What follows belongs to an exercise in optimizing a design on an open flow for a short achievable clock period and few clock cycles; a production flow would make more cautious choices. At most, simulation tests tie the RTL to the original design; equivalence was not proved. No driver is modelled on the clock port, so clocking that relies on it looks cheaper here than on a real chip.

// mips
module mips (
    input  logic        clk,
    input  logic        rstN,
    output logic [31:0] instrAddr,
    input  logic [31:0] instrData,
    output logic [31:0] dataAddr,
    output logic [31:0] dataWdata,
    output logic        dataWe,
    input  logic [31:0] dataRdata,
    output logic        wbWe,
    output logic [4:0]  wbAddr,
    output logic [31:0] wbData,
    output logic [31:0] wbPc
);
Size: about 7600 cells after synthesis, about 230 I/O pins.
export LEC_CHECK = 0
export ABC_CLOCK_PERIOD_IN_PS = 2000
export CAP_MARGIN = 20
export CORE_MARGIN = 2
export CORE_UTILIZATION = 50
export CTS_CLUSTER_DIAMETER = 100
export CTS_CLUSTER_SIZE = 25
export SLEW_MARGIN = 20
export SYNTH_HIERARCHICAL = 1
export SYNTH_MINIMUM_KEEP_SIZE = 0
create_clock -name core_clock -period 8.0 [get_ports {clk}]
standard.sh (not shown) runs the stock make flow with config.mk's settings and CLKGATE_MAP_FILE= SYNTH_SCRIPT=/design/flow/synth_recipe.tcl, a recipe that flattens the netlist after the stock synthesis.
==> flow/flow/run.sh <==
#!/bin/bash
# The standard layout (standard.sh) with these changes:
# - synthesis: Yosys's full/half-adder extraction is off, and ABC maps the
#   logic with the delay-oriented script flow/fast.abc instead of ORFS's
#   abc_speed.script, without a222oi (no size above _1) and without the
#   slow wide or/and/nor gates and the 5-input aoi/oai gates.
#   Flip-flops are mapped before ABC runs, so registers,
#   their names and their cells are those of the standard synthesis.
# - the port buffers are buf_8 cells rather than the delay cells that
#   buffer_ports picks by default;
# - timing repair aims for 5.5 ns of setup slack;
# - after global placement, flow/place_post.tcl puts the flip-flops that
#   only drive an output port next to that port's buffer;
# - after CTS, flow/cts_post.tcl (with flow/retree.tcl) keeps CTS's leaf
#   clock buffers and drives them from 4 quadrant buffers that the clock port
#   feeds directly.
set -euo pipefail
W=$PWD
sed 's#^  log_cmd abc {\*}\$abc_args#  set abc_args [lreplace $abc_args 1 1 '"$W"'/flow/fast.abc]\n  foreach c {a222oi_1 or3_1 or3_2 or3_4 or3b_1 or3b_2 or3b_4 or4_1 or4_2 or4_4 or4b_1 or4b_2 or4b_4 or4bb_1 or4bb_2 or4bb_4 and4_1 and4_2 and4_4 and4b_1 and4b_2 and4b_4 and4bb_1 and4bb_2 and4bb_4 nor4_1 nor4_2 nor4_4 nor4b_1 nor4b_2 nor4b_4 nor4bb_1 nor4bb_2 nor4bb_4 a2111o_1 a2111o_2 a2111o_4 o2111a_1 o2111a_2 o2111a_4 a2111oi_0 a2111oi_1 a2111oi_2 a2111oi_4 o2111ai_1 o2111ai_2 o2111ai_4} { lappend abc_args -dont_use sky130_fd_sc_hd__$c }\n&#' \
    "$FLOW_HOME/scripts/synth.tcl" > "$W/synth_core.tcl"
grep -q "flow/fast.abc" "$W/synth_core.tcl"
sed "s#\$::env(SCRIPTS_DIR)/synth.tcl#$W/synth_core.tcl#" "$W/synth_recipe.tcl" > "$W/synth_fast.tcl"
sed "s#SYNTH_SCRIPT=[^ ]*#SYNTH_SCRIPT=$W/synth_fast.tcl SETUP_SLACK_MARGIN=5.5#" "$W/standard.sh" > "$W/standard_fast.sh"
grep -q "synth_fast.tcl" "$W/standard_fast.sh"
export ADDER_MAP_FILE=
export POST_CTS_TCL="$W/flow/cts_post.tcl"
export POST_GLOBAL_PLACE_TCL="$W/flow/place_post.tcl"
export BUFFER_PORTS_ARGS="-buffer_cell sky130_fd_sc_hd__buf_8"
bash "$W/standard_fast.sh" finish > "$W/flow.log" 2>&1
Other scripts of this flow, unchanged in this note and not shown: flow/flow/cts_post.tcl, flow/flow/fast.abc, flow/flow/place_post.tcl, flow/flow/retree.tcl
==> next run, changes <==
--- a/flow/design.v
+++ b/flow/design.v
@@ -106,20 +106,18 @@
     logic [4:0]   dDest, dRs, dRt;
     logic         dWHitA, dWHitB;        
     logic [3:0]   dSa, dSb, dSs;
     logic [4:0]   dFa, dFb;
     logic         dFs;
     logic         dSsLd;                 
-    logic         dLdA, dLdB;            
     logic         eValid, eWr, eIsLw, eIsSw;
     logic         eMisEq, eMisNe;        
     logic         eSelAdd, eSelSub, eSelAnd, eSelOr, eSelSlt;
     logic [4:0]   eDest;
     logic [31:0]  eA, eB, eSd, ePc, eAlt;
     logic         eSdLd;                 
-    logic         eLdA, eLdB;            
     logic         mValid, mWr, mIsLw, mStore;
     logic [4:0]   mDest;
     logic [31:0]  mRes, mAddr, mSd, mPc;
     logic         wWe;
     logic [4:0]   wDest;
     logic [31:0]  wData, wOut, wPc;
@@ -194,23 +192,19 @@
                  wHitB ? 4'b0100 : 4'b1000;
     assign nSa = (nLuiD || eHitA) ? 4'b0000 : mHitA ? (eIsLw ? 4'b0001 : 4'b0010) :
                  wHitA ? 4'b0100 : 4'b1000;
     assign nSb = nImmBD ? 4'b0000 : nSs;
     logic nStall;
     assign nStall = !stall && !mispredict && rValid && dValid && dIsLw && (dDest != 5'd0) &&
-                    ((rUseRs && rRs == dDest) || (rUseRt && rRt == dDest)) &&
-                    !(rSelAnd || (rSelOr && !rIsLui));    
+                    ((rUseRs && rRs == dDest) || (rUseRt && rRt == dDest));
     logic [31:0]  sum, diff, andv, orv, aluOut;
     logic         slt;
     assign sum  = ksAdd(eA, eB, 1'b0);
     assign diff = ksAdd(eA, ~eB, 1'b1);
-    logic [31:0] logA, logB;
-    assign logA = eLdA ? dataRdata : eA;
-    assign logB = eLdB ? dataRdata : eB;
-    assign andv = logA & logB;
-    assign orv  = logA | logB;
+    assign andv = eA & eB;
+    assign orv  = eA | eB;
     assign slt  = (eA[31] ^ eB[31]) ? eA[31] : diff[31];
     assign aluOut = ({32{eSelAdd}} & sum) | ({32{eSelSub}} & diff) |
                     ({32{eSelAnd}} & andv) | ({32{eSelOr}} & orv) |
                     {31'd0, eSelSlt & slt};
     logic [31:0] eqBits;
     assign eqBits = ~(eA ^ eB);
@@ -326,16 +320,14 @@
         dRfB <= stall ? (dWHitB ? wData : dRfB) : (rWHitB ? wData : rfB);
         dWHitA <= wHitA;
         dWHitB <= wHitB;
         dSa <= nSa;
         dSb <= nSb;
         dSs <= nSs;
-        dFa <= {5{eHitA && !rIsLui && !dIsLw}} & {dSelSlt, dSelOr, dSelAnd, dSelSub, dSelAdd};
-        dFb <= {5{eHitB && (rIsR || rIsBeq) && !dIsLw}} & {dSelSlt, dSelOr, dSelAnd, dSelSub, dSelAdd};
-        dLdA <= eHitA && !rIsLui && dIsLw;
-        dLdB <= eHitB && (rIsR || rIsBeq) && dIsLw;
+        dFa <= {5{eHitA && !rIsLui}} & {dSelSlt, dSelOr, dSelAnd, dSelSub, dSelAdd};
+        dFb <= {5{eHitB && (rIsR || rIsBeq)}} & {dSelSlt, dSelOr, dSelAnd, dSelSub, dSelAdd};
         dFs <= eHitB && !dIsLw;
         dSsLd <= eHitB && dIsLw;
     end
     always_ff @(posedge clk or negedge rstN) begin
         if (!rstN) begin
             eValid <= 1'b0;
@@ -366,14 +358,12 @@
                    ({32{dImmB}} & dImmVal);
         eSd     <= fwd(dFsv) | ({32{dSs[0]}} & dataRdata) | ({32{dSs[1]}} & mRes) |
                    ({32{dSs[2]}} & wData) | ({32{dSs[3]}} & dRfB);
         ePc     <= dPc;
         eAlt    <= dAlt;
         eSdLd   <= dSsLd;
-        eLdA    <= dLdA;
-        eLdB    <= dLdB;
     end
     always_ff @(posedge clk or negedge rstN) begin
         if (!rstN) begin
             mValid <= 1'b0;
             mStore <= 1'b0;
         end else begin
Synthesized cell count falls by 0.83%. Die area falls by 0.54%. Global-route usage rises by 1.8 points. Worst setup slack is better by 0.0067 ns. Routed wire length rises by 3.5%.
Testbench counts after the change, summed over its fixed seeds: cycles 22,219.
For the first run of this note, only the layout was checked, not whether the RTL still works.

static timing again, ports no longer ideal:
The flow's constraints put no driver on any port. The routed layouts listed below were extracted and timed again, unchanged, in two steps.
Step 1 (the two cells are an assumption about what drives the block):
set clk [get_ports {clk}]
set_driving_cell -lib_cell sky130_fd_sc_hd__clkbuf_16 $clk
set_driving_cell -lib_cell sky130_fd_sc_hd__buf_2 [delete_from_list [all_inputs] $clk]
Step 2, shift: input delay + t, output delay - t, t = (earliest + latest rising clock arrival at the registers) / 2. This alone moves slack from input paths to output paths.
Slacks: ideal / step 1 / step 2; pairs: ideal / step 1.
run | t (ns) | setup WS [ns] | hold slack, ns | worst setup path at the end | pins driven straight from the clock port
the first run | 0.798 | 5.248 / 5.043 / 4.904 | 0.283 / 0.283 / 0.283 | input to register | 4
the second run | 0.821 | 5.255 / 5.045 / 4.829 | 0.253 / 0.253 / 0.253 | input to register | 4
After both steps every run listed still meets setup and hold. The setup slack of the second run, which loses most, moves by -0.210 ns with the drivers and by -0.426 ns with both steps.
